Source: an optimization exercise on an open RTL-to-GDS flow (aim: small area, a short achievable clock period and few clock cycles). Production flows keep margins and buffers that such runs may drop.
Function was checked by simulation only, so behaviour that the tests miss may differ from the original.
Power and IR drop assume default switching activity.

## build 70
## matrix3_add_mul_commutator_top
module matrix3_add_mul_commutator_top (
  input  logic                     clk,
  input  logic                     rst,
  input  logic                     cfg_we,
  input  logic [m3c_pkg::OP_W-1:0] cfg_wdata,
  input  logic                     cmd_valid,
  output logic                     cmd_stall,
  input  m3c_pkg::cmd_word_t       cmd_data,
  output logic                     res_valid,
  input  logic                     res_stall,
  output m3c_pkg::res_word_t       res_data
);
  logic [2:0] operation;
  always_ff @(posedge clk) begin
    if (rst) operation <= 3'd0;
    else if (cfg_we) operation <= cfg_wdata;
  end
  logic op_ab, op_ba, op_comm, op_dual, op_ew, op_sub;
  assign op_ab = (operation == 3'd2);
  assign op_ba = (operation == 3'd3);
  assign op_comm = (operation == 3'd4);
  assign op_dual = (operation == 3'd4) || (operation == 3'd5);
  assign op_ew = !(op_ab || op_ba || op_dual);
  assign op_sub = (operation == 3'd1);
  logic [1:0] ph;
  logic [1:0] ph_next;
  assign ph_next = (ph == 2'd2) ? 2'd0 : ph + 2'd1;
  always_ff @(posedge clk) begin
    if (rst) ph <= 2'd0;
    else ph <= ph_next;
  end
  logic       act;
  logic [2:0] ei, ej, kk;
  logic       half, eb;
  logic [3:0] cur;
  function automatic logic [3:0] last_use(input logic mb, input logic [1:0] x,
                                          input logic [1:0] y, input logic ew, input logic ab,
                                          input logic ba);
    logic [3:0] row_end, col_end;
    row_end = {x, 2'b00} - {2'b00, x} + 4'd2;   
    col_end = 4'd6 + {2'b00, y};
    if (ew) last_use = row_end - 4'd2 + {2'b00, y};
  ...
export LEC_CHECK = 0
export ABC_CLOCK_PERIOD_IN_PS = 3500
export CAP_MARGIN = 20
export CORE_MARGIN = 2
export CORE_UTILIZATION = 65
export SETUP_SLACK_MARGIN = 5
export SLEW_MARGIN = 20
create_clock -name core_clock -period 9.0 [get_ports {clk}]
standard.sh (not shown) runs the stock make flow with config.mk's settings and CLKGATE_MAP_FILE= SYNTH_SCRIPT=/design/flow/synth_recipe.tcl, a recipe that flattens the netlist after the stock synthesis.
==> flow/flow/run.sh <==
#!/bin/bash
# The standard layout, with timing repair aimed at a shorter period than the constraint's
# (the constraint itself is unchanged), port buffers of a stronger cell, and a clock tree with
# larger sink clusters and no dummy loads.
set -euo pipefail
bash standard.sh SETUP_SLACK_MARGIN=6 "BUFFER_PORTS_ARGS=-buffer_cell sky130_fd_sc_hd__buf_4" \
  "CTS_ARGS=-sink_clustering_enable -repair_clock_nets -dont_use_dummy_load -sink_clustering_size 25 -sink_clustering_max_diameter 150" \
  finish > orfs_make.log 2>&1
The flow did not stop early for build 70: all stages ran, and the layout cleared the timing, design-rule and antenna checks.
Testbench counts of build 70, summed over its fixed seeds: cycles 8,901.
Inputs modified between build 70 and build 72:
Settings: swapping 65 for 40 in CORE_UTILIZATION.
==> comparison <==
Summary of build 72 over build 70: effective utilization at floorplan decreased by 26 points relative to the old numbers; final non-filler cell area picked up an extra 1000 µm²; final worst slack picked up an extra 0.012 ns. Compared to build 70, build 72 reaches a higher achievable clock. Going from build 70 to build 72, count of flip-flops and latches essentially unchanged, placeable core area increased 43000 µm², area growth from synthesis to layout increased 2.3 points. Compared to build 70, the routing of build 72 uses less wire.
For build 67, these inputs were changed with respect to build 72:
Settings: CORE_UTILIZATION now 55, was 40.
-- flow/flow/run.sh --
<<< build 72, line 6
bash standard.sh SETUP_SLACK_MARGIN=6 "BUFFER_PORTS_ARGS=-buffer_cell sky130_fd_sc_hd__buf_4" \
>>> build 67, line 6
bash standard.sh SETUP_SLACK_MARGIN=6 TNS_END_PERCENT=10 "BUFFER_PORTS_ARGS=-buffer_cell sky130_fd_sc_hd__buf_4" \
### Flow results
In build 67 the highest net fanout along the worst path turned out 2 higher than in build 72.
Row tightest slew margin relative to the limit: build 67 lower / build 72 higher
First-pass GRT wire length in build 67 is 5.9% higher than in build 72
Diff build 72 -> build 67: worst slack on hold paths down 0.017 ns; fmax moved down.
As far as power is concerned, build 72 and build 67 perform about the same.
Going from build 72 to build 67, detailed-routing iteration count for the pre-antenna-repair pass saw a decrease; die outline height saw a decrease.
Build 67 ended up with qr0[26] as its end point of the critical path; build 72 ended up with qr0[30].
Compare build 67 and build 72 | setup slack lower: build 67
Modified inputs, build 18 compared to build 67
Settings: changing CORE_UTILIZATION from 55 to 40.
==> flow/flow/run.sh <==
#!/bin/bash
# The standard layout, with timing repair aimed at a shorter period than the constraint's
# (the constraint itself is unchanged) and port buffers of a stronger cell.
set -euo pipefail
bash standard.sh SETUP_SLACK_MARGIN=6 "BUFFER_PORTS_ARGS=-buffer_cell sky130_fd_sc_hd__buf_4" finish > orfs_make.log 2>&1
Results
- Clock network contribution to total cell area, build 18 and build 67: smaller value in build 67
- Build 18 against build 67; power per unit of standard cell area is up by more than 10%.
- Period utilization delta for build 18 relative to build 67: 0.31 points lower
- Clock transition at the registers of the reported paths: build 18 vs build 67 down 0.04 ns
- Final non-filler cell area was lower in build 67 than in build 18.
- Build 18 went all the way through synthesis, placement and routing and the layout is clean on timing, DRC and antenna.
- [compare] base=build 67 new=build 18: logic depth of the worst path, buffers included was more or less identical, maximum fanout encountered on the critical timing path went down by 2, number of clock buffers in the layout moved up.
Here is what was changed in the inputs of build 81 compared with build 18.
==> flow/flow/run.sh <==
#!/bin/bash
# The standard layout, with timing repair aimed at a shorter period than the constraint's
# (the constraint itself is unchanged), port buffers of a stronger cell, and a clock tree with
# larger sink clusters and no dummy loads.
set -euo pipefail
bash standard.sh SETUP_SLACK_MARGIN=6 "BUFFER_PORTS_ARGS=-buffer_cell sky130_fd_sc_hd__buf_4" \
  "CTS_ARGS=-sink_clustering_enable -repair_clock_nets -dont_use_dummy_load -sink_clustering_size 20 -sink_clustering_max_diameter 120" \
  finish > orfs_make.log 2>&1
### Flow results
Summary — final area, build 81 relative to build 18: lower, by 4.8%. Relative to build 18, the clock power of build 81 is lower by 44%. For build 18, the termination of the worst setup path was qr0[26], unlike build 81, where it was qr0[28]. Sequential share of layout area: build 81 > build 18. The fmax of build 81 was inferior to that of build 18. Compared with build 18, build 81 shows a global-route wire length before repair that is 3.4 mm lower. Comparing build 81 and build 18, the lower clock-pin slew reported for the worst setup and hold paths after clock tree synthesis is on build 18. On build 81: worst setup slack after layout is 0.028 ns lower than what build 18 gave. Build 81 vs build 18 — slew at the pin with the worst max-slew slack rose 0.086 ns. Relative to build 18, the clock group share of total power of build 81 is lower by 13 points. [build 81 vs build 18] final hold slack: lower in build 81.
Inputs modified between build 81 and build 45:
Settings: changing CORE_UTILIZATION from 40 to 55.
-- flow/flow/run.sh --
<<< build 81, line 7
  "CTS_ARGS=-sink_clustering_enable -repair_clock_nets -dont_use_dummy_load -sink_clustering_size 20 -sink_clustering_max_diameter 120" \
>>> build 45, line 7
  "CTS_ARGS=-sink_clustering_enable -repair_clock_nets -dont_use_dummy_load -sink_clustering_size 25 -sink_clustering_max_diameter 150" \
--- outcome ---
Cmp build 45 vs build 81: via density per instance higher in build 45. Build 45 against build 81: worst hold slack after final layout picked up an extra 0.023 ns, total global-route track usage went up. Compared with build 81, build 45 shows final wirelength that has gone up by a little under 10%. Run comparison: build 45 end of the critical path qr0[29]; build 81 end of the critical path qr0[28]. Build 81 → build 45: power in combinational cells has remained practically unchanged; core outline area has decreased; via count of the first global-routing pass has increased.

[what the ideal ports hide]
The flow's constraints put no driver on any port. The routed layouts listed below were extracted and timed again, unchanged, in two steps.
Step 1 (the two cells are an assumption about what drives the block):
set clk [get_ports {clk}]
set_driving_cell -lib_cell sky130_fd_sc_hd__clkbuf_16 $clk
set_driving_cell -lib_cell sky130_fd_sc_hd__buf_2 [delete_from_list [all_inputs] $clk]
Step 2 moves the port delays by t, midway between the first and last clock arrival at a register: inputs arrive t later, outputs are due t later. That takes back most of the time a late clock gives input paths.
Three values: ideal ports, drivers, drivers and shift; two values: the first two.
run | shift t [ns] | setup slack, ns | hold slack, ns | clock arrival spread, ns | slew at the worst register clock pin (ns)
build 70 | 0.675 | 5.951 / 5.951 / 5.563 | 0.312 / 0.312 / 0.312 | 0.065 / 0.066 | 0.10 / 0.10
build 72 | 0.706 | 5.964 / 5.931 / 5.518 | 0.319 / 0.319 / 0.319 | 0.066 / 0.066 | 0.10 / 0.10
build 67 | 0.686 | 5.918 / 5.910 / 5.342 | 0.302 / 0.302 / 0.302 | 0.065 / 0.065 | 0.11 / 0.11
build 18 | 0.756 | 5.946 / 5.903 / 5.462 | 0.325 / 0.325 / 0.325 | 0.075 / 0.075 | 0.07 / 0.07
build 81 | 0.704 | 5.917 / 5.917 / 5.458 | 0.305 / 0.305 / 0.305 | 0.101 / 0.101 | 0.09 / 0.09
build 45 | 0.674 | 5.967 / 5.930 / 5.504 | 0.329 / 0.329 / 0.329 | 0.073 / 0.072 | 0.11 / 0.11
After both steps setup and hold are still met in every run listed. The setup slack of build 67, which loses most, moves by -0.008 ns with the drivers and by -0.576 ns with both steps.
